From an optimization exercise on the open Yosys and OpenROAD flow, aimed at small area; shortcuts taken in it are not production practice. In this exercise RTL edits were held to simulation tests only and were not proved equivalent to the original. No activity file was given, so power comes from the tool's default toggle rates.

Setup of nickel:
==> flow/design.v <==
package dma_pkg;
	typedef logic [31:0] addr_t;
	typedef logic [31:0] data_t;
	typedef logic [2:0] beat_t;
	typedef logic [3:0] burst_len_t;
	typedef enum logic [1:0] {
		IDLE  = 2'd0,  
		READ  = 2'd1,  
		WRITE = 2'd2,  
		DONE  = 2'd3   
	} dma_state_e;
endpackage
`timescale 1ns/1ps
module dma_top (
	input  logic                 clk,
	input  logic                 rst,
	input  logic                 cfg_en,
	input  dma_pkg::addr_t       cfg_addr,
	input  dma_pkg::data_t       cfg_data,
	input  dma_pkg::data_t       mem_rdata,
	input  logic                 mem_rvalid,
	input  logic                 mem_wvalid,
	output dma_pkg::addr_t       mem_addr,
	output logic [3:0]           mem_bweb,
	output dma_pkg::data_t       mem_wdata,
	output dma_pkg::burst_len_t  mem_burst_len,
	output logic                 mem_ceb,
	output logic                 mem_web,
	output logic                 irq
);
	logic        enable;
	logic [31:2] src;
	logic [31:2] dst;
	logic [31:0] lenr;       
	logic [31:0] off;        
	logic [1:0]  state;      
	logic        pw;         
	logic [1:0]  cnt;        
	logic [1:0]  bl;         
	logic [31:0] mem [4];
	logic idle, st_rd, st_wr, st_done;
	assign idle    = (state == 2'd0);
	assign st_rd   = (state == 2'd1);
	assign st_wr   = (state == 2'd2);
	assign st_done = (state == 2'd3);
	logic wr_ok;
	assign wr_ok = cfg_en && !(st_rd || st_wr);
	logic src_v, dst_v;
	always_ff @(posedge clk or posedge rst) begin
		if (rst) begin
			enable <= 1'b0;
			src_v  <= 1'b0;
			dst_v  <= 1'b0;
		end else if (wr_ok) begin
			if (cfg_addr == 32'h10020100)  enable <= cfg_data[0];
			if (cfg_addr == 32'h10020200) src_v  <= 1'b1;
			if (cfg_addr == 32'h10020300) dst_v  <= 1'b1;
		end
	end
	logic [31:2] src_q, dst_q;
	always_ff @(posedge clk) begin
		if (wr_ok && cfg_addr == 32'h10020200) src_q <= cfg_data[31:2];
		if (wr_ok && cfg_addr == 32'h10020300) dst_q <= cfg_data[31:2];
	end
	assign src = src_q & {30{src_v}};
	assign dst = dst_q & {30{dst_v}};
	logic [10:0] rd_lo, wr_lo;
	assign rd_lo = {1'b0, src[11:2]} + {1'b0, off[9:0]};
	assign wr_lo = {1'b0, dst[11:2]} + {1'b0, off[9:0]};
	logic [1:0] c_rem, c_rd, c_wr, c_min;
	assign c_rem = (lenr[31:2] != '0) ? 2'd3 : 2'(lenr[1:0] - 2'd1);
	assign c_rd  = (&rd_lo[9:2]) ? ~rd_lo[1:0] : 2'd3;
	assign c_wr  = (&wr_lo[9:2]) ? ~wr_lo[1:0] : 2'd3;
	assign c_min = (c_rd < c_rem) ? c_rd : c_rem;
	logic [2:0]  n;
	logic [31:0] off_nxt;
	logic        last_beat, rd_beat, wr_beat, adv, fin;
	assign n         = {1'b0, bl} + 3'd1;
	assign off_nxt   = off + 32'(adv ? n : 3'd0);  
	assign last_beat = (cnt == bl);
	assign rd_beat   = st_rd && !pw && mem_rvalid;
	assign wr_beat   = st_wr && mem_wvalid;
	assign adv       = wr_beat && last_beat;
	assign fin       = (lenr == 32'(n));
	always_ff @(posedge clk or posedge rst) begin
		if (rst) begin
			state <= 2'd0;
			cnt   <= 2'd0;
		end else begin
			if (rd_beat || wr_beat) cnt <= cnt + 2'd1 & {2{!last_beat}};
			case (state)
				2'd0: if (enable) state <= 2'd1;
				2'd1: if (rd_beat && last_beat) state <= 2'd2;
				2'd2: if (adv) state <= fin ? 2'd3 : 2'd1;
				default: if (!enable) state <= 2'd0;
			endcase
		end
	end
	always_ff @(posedge clk) begin
		pw <= st_wr;
		rd_c <= rd_lo[10];
		wr_c <= wr_lo[10];
		bl <= (c_wr < c_min) ? c_wr : c_min;
		off <= idle ? '0 : off_nxt;
		if (wr_ok && cfg_addr == 32'h10020400) lenr <= cfg_data;
		else lenr <= (adv && fin) ? off_nxt : lenr - 32'(adv ? n : 3'd0);
		if (rd_beat) mem[cnt] <= mem_rdata;
	end
	logic [1:0] sel;
	assign sel = cnt + {1'b0, mem_wvalid};
	logic rd_c, wr_c;
	logic [31:12] hi;
	assign hi = (st_wr ? dst[31:12] : src[31:12]) + off[29:10] + 20'(st_wr ? wr_c : rd_c);
	assign mem_wdata     = mem[sel];
	assign mem_ceb       = !((st_rd && !pw) || st_wr);
	assign mem_web       = !st_wr;
	assign mem_bweb      = {4{!st_wr}};
	assign mem_addr      = {hi, st_wr ? wr_lo[9:0] : rd_lo[9:0], 2'b00};
	assign mem_burst_len = {2'b00, bl};
	assign irq           = st_done;
endmodule
export LEC_CHECK = 0
export CAP_MARGIN = 20
export CORE_MARGIN = 2
export CORE_UTILIZATION = 70
export SLEW_MARGIN = 20
create_clock -name core_clock -period 7.0 [get_ports {clk}]
standard.sh (not shown) runs the stock make flow with config.mk's settings and CLKGATE_MAP_FILE= SYNTH_SCRIPT=/design/flow/synth_recipe.tcl, a recipe that flattens the netlist after the stock synthesis.
==> flow/flow/run.sh <==
#!/bin/bash
# Standard layout with these changes:
# - synthesis maps logic with flow/abc_map.script (area-recovering ABC mapping,
#   no ABC buffering or upsizing) in place of ORFS's abc_speed.script; the rest of
#   synthesis (and so every register) is unchanged;
# - port buffers use the smallest buffer cell;
# - clock tree synthesis uses larger sink clusters and no dummy loads.
# make's full output goes to make_finish.log.
set -euo pipefail
rm -rf scripts_abc
cp -r "$FLOW_HOME/scripts" scripts_abc
cp flow/abc_map.script scripts_abc/abc_speed.script
bash standard.sh \
	"SCRIPTS_DIR=$PWD/scripts_abc" \
	"BUFFER_PORTS_ARGS=-buffer_cell sky130_fd_sc_hd__buf_1" \
	"CTS_ARGS=-sink_clustering_enable -repair_clock_nets -dont_use_dummy_load -sink_clustering_size 12 -sink_clustering_max_diameter 45 -buf_list {sky130_fd_sc_hd__clkbuf_4}" \
	finish > make_finish.log 2>&1
==> flow/flow/abc_map.script <==
&get -n
&st
&dch
&nf -R 1000 -p -F 8 -A 4 -a
&st
&syn2
&if -g -K 6
&synch2
&nf -R 1000 -p -F 8 -A 4 -a
&st
&syn2
&if -g -K 6
&synch2
&nf -R 1000 -p -F 8 -A 4 -a
&st
&syn2
&if -g -K 6
&synch2
&nf -R 1000 -p -F 8 -A 4 -a
&st
&syn2
&if -g -K 6
&synch2
&nf -R 1000 -p -F 8 -A 4 -a
&st
&syn2
&if -g -K 6
&synch2
&nf -R 1000 -p -F 8 -A 4 -a
&put
topo
stime -c
nickel ran to completion and came out clean on the timing, design-rule and antenna checks.
The inputs of juniper differ from those of nickel as listed below.
- a change of CORE_UTILIZATION from 70 to 65
==> flow/flow/run.sh <==
#!/bin/bash
# Standard layout with two changes: port buffers use the smallest buffer cell,
# and clock tree synthesis uses larger sink clusters and no dummy loads.
set -euo pipefail
bash standard.sh \
	"BUFFER_PORTS_ARGS=-buffer_cell sky130_fd_sc_hd__buf_1" \
	"CTS_ARGS=-sink_clustering_enable -repair_clock_nets -dont_use_dummy_load -sink_clustering_size 30 -sink_clustering_max_diameter 80 -buf_list {sky130_fd_sc_hd__clkbuf_16}" \
	finish > make_finish.log 2>&1
removed: flow/flow/abc_map.script
Results
juniper ran to completion and came out clean on the timing, design-rule and antenna checks.
The higher first-pass GRT wire length came out of juniper.
Of juniper and nickel, nickel shows the lower number of nets in the finished design, with juniper above it.
From nickel to juniper the numbers moved as follows: number of signal-net buffers in the layout -3, number of vias after detailed routing rose about 1.8%.
Here is what was changed in the inputs of umber compared with juniper.
==> flow/flow/run.sh <==
#!/bin/bash
# Standard layout with these changes: port buffers use the smallest buffer cell,
# clock tree synthesis uses larger sink clusters and no dummy loads, and
# other settings given below. make's full output goes to make_finish.log.
set -euo pipefail
bash standard.sh \
	"BUFFER_PORTS_ARGS=-buffer_cell sky130_fd_sc_hd__buf_1" \
	"CTS_ARGS=-sink_clustering_enable -repair_clock_nets -dont_use_dummy_load -sink_clustering_size 30 -sink_clustering_max_diameter 80 -buf_list {sky130_fd_sc_hd__clkbuf_16}" \
	"RECOVER_POWER=100" \
	finish > make_finish.log 2>&1
Findings:
Going from juniper to umber, worst vdd rail ir drop neither gained nor lost much; period utilization neither gained nor lost much; register-to-register slack lost 0.49 ns; sequential share of cell area picked up an extra 0.30 points.
umber completed end to end; final checks failed (max-capacitance violations, max-slew violations).
Reported for umber and juniper, number of antenna-violating nets in the routed design turned out identical to the last digit.
Diff juniper..umber | count of inverters not on the clock network in the layout | negligible
Between juniper and umber, the wire length figures differ only marginally.
Relative to umber, the following input files were edited for indigo:
- changing CORE_UTILIZATION from 65 to 70
- setting PLACE_DENSITY to 0.8 for the first time
==> flow/flow/run.sh <==
#!/bin/bash
# Standard layout with these changes: port buffers use the smallest buffer cell,
# clock tree synthesis uses larger sink clusters and no dummy loads, and
# other settings given below. make's full output goes to make_finish.log.
set -euo pipefail
bash standard.sh \
	"BUFFER_PORTS_ARGS=-buffer_cell sky130_fd_sc_hd__buf_1" \
	"CTS_ARGS=-sink_clustering_enable -repair_clock_nets -dont_use_dummy_load -sink_clustering_size 20 -sink_clustering_max_diameter 60 -buf_list {sky130_fd_sc_hd__clkbuf_8}" \
	finish > make_finish.log 2>&1
--- outcome ---
- indigo reached the final stage; the timing, design-rule and antenna checks on its layout passed.
- Relative to umber, the ratio of final minimum period to clock period of indigo is higher by 1.3 points.
- indigo vs. umber: count of filler cells inserted in the layout went down by 213.
- Of indigo and umber, umber shows the lower first-pass GRT wire length, with indigo above it.
- When indigo is measured against umber, its count of clock-buffer cells in the layout turns out 5 higher.
- Cmp indigo vs umber: clock power lower in indigo
- Against umber, post-layout minimum cycle time in indigo came out worse.
- On indigo: growth of design area from synthesis to finish is 0.37 points lower than what umber gave.
- Comparing indigo and umber, the lower mean number of vias per cell is on umber.
- The uppermost signal routing layer after detailed routing comes out met5 in one run and met4 in the other, namely in indigo and umber respectively.
- indigo vs umber, total power went down by 2.1%.
- indigo has power dissipated by switching net loads above what umber had.

## afterwards: timing with drivers on the ports
Ports are ideal in the flow. The routed layouts listed here were re-timed in OpenROAD.
Step 1: set_driving_cell puts a clkbuf_16 on clk and a buf_2 on each other input, an assumption about the parent block.
Step 2, shift: input delay + t, output delay - t, t = (earliest + latest rising clock arrival at the registers) / 2. This alone moves slack from input paths to output paths.
Three values: ideal, step 1, step 2; two values: the first two.
run	t, ns	setup WS [ns]	worst hold slack (ns)
nickel	0.696	0.486 / 0.447 / 1.143	0.545 / 0.545 / 0.545
juniper	0.508	0.999 / 0.949 / 1.457	0.534 / 0.534 / 0.534
umber	0.508	0.994 / 0.944 / 1.284	0.538 / 0.538 / 0.538
indigo	0.538	0.906 / 0.866 / 1.404	0.564 / 0.564 / 0.564
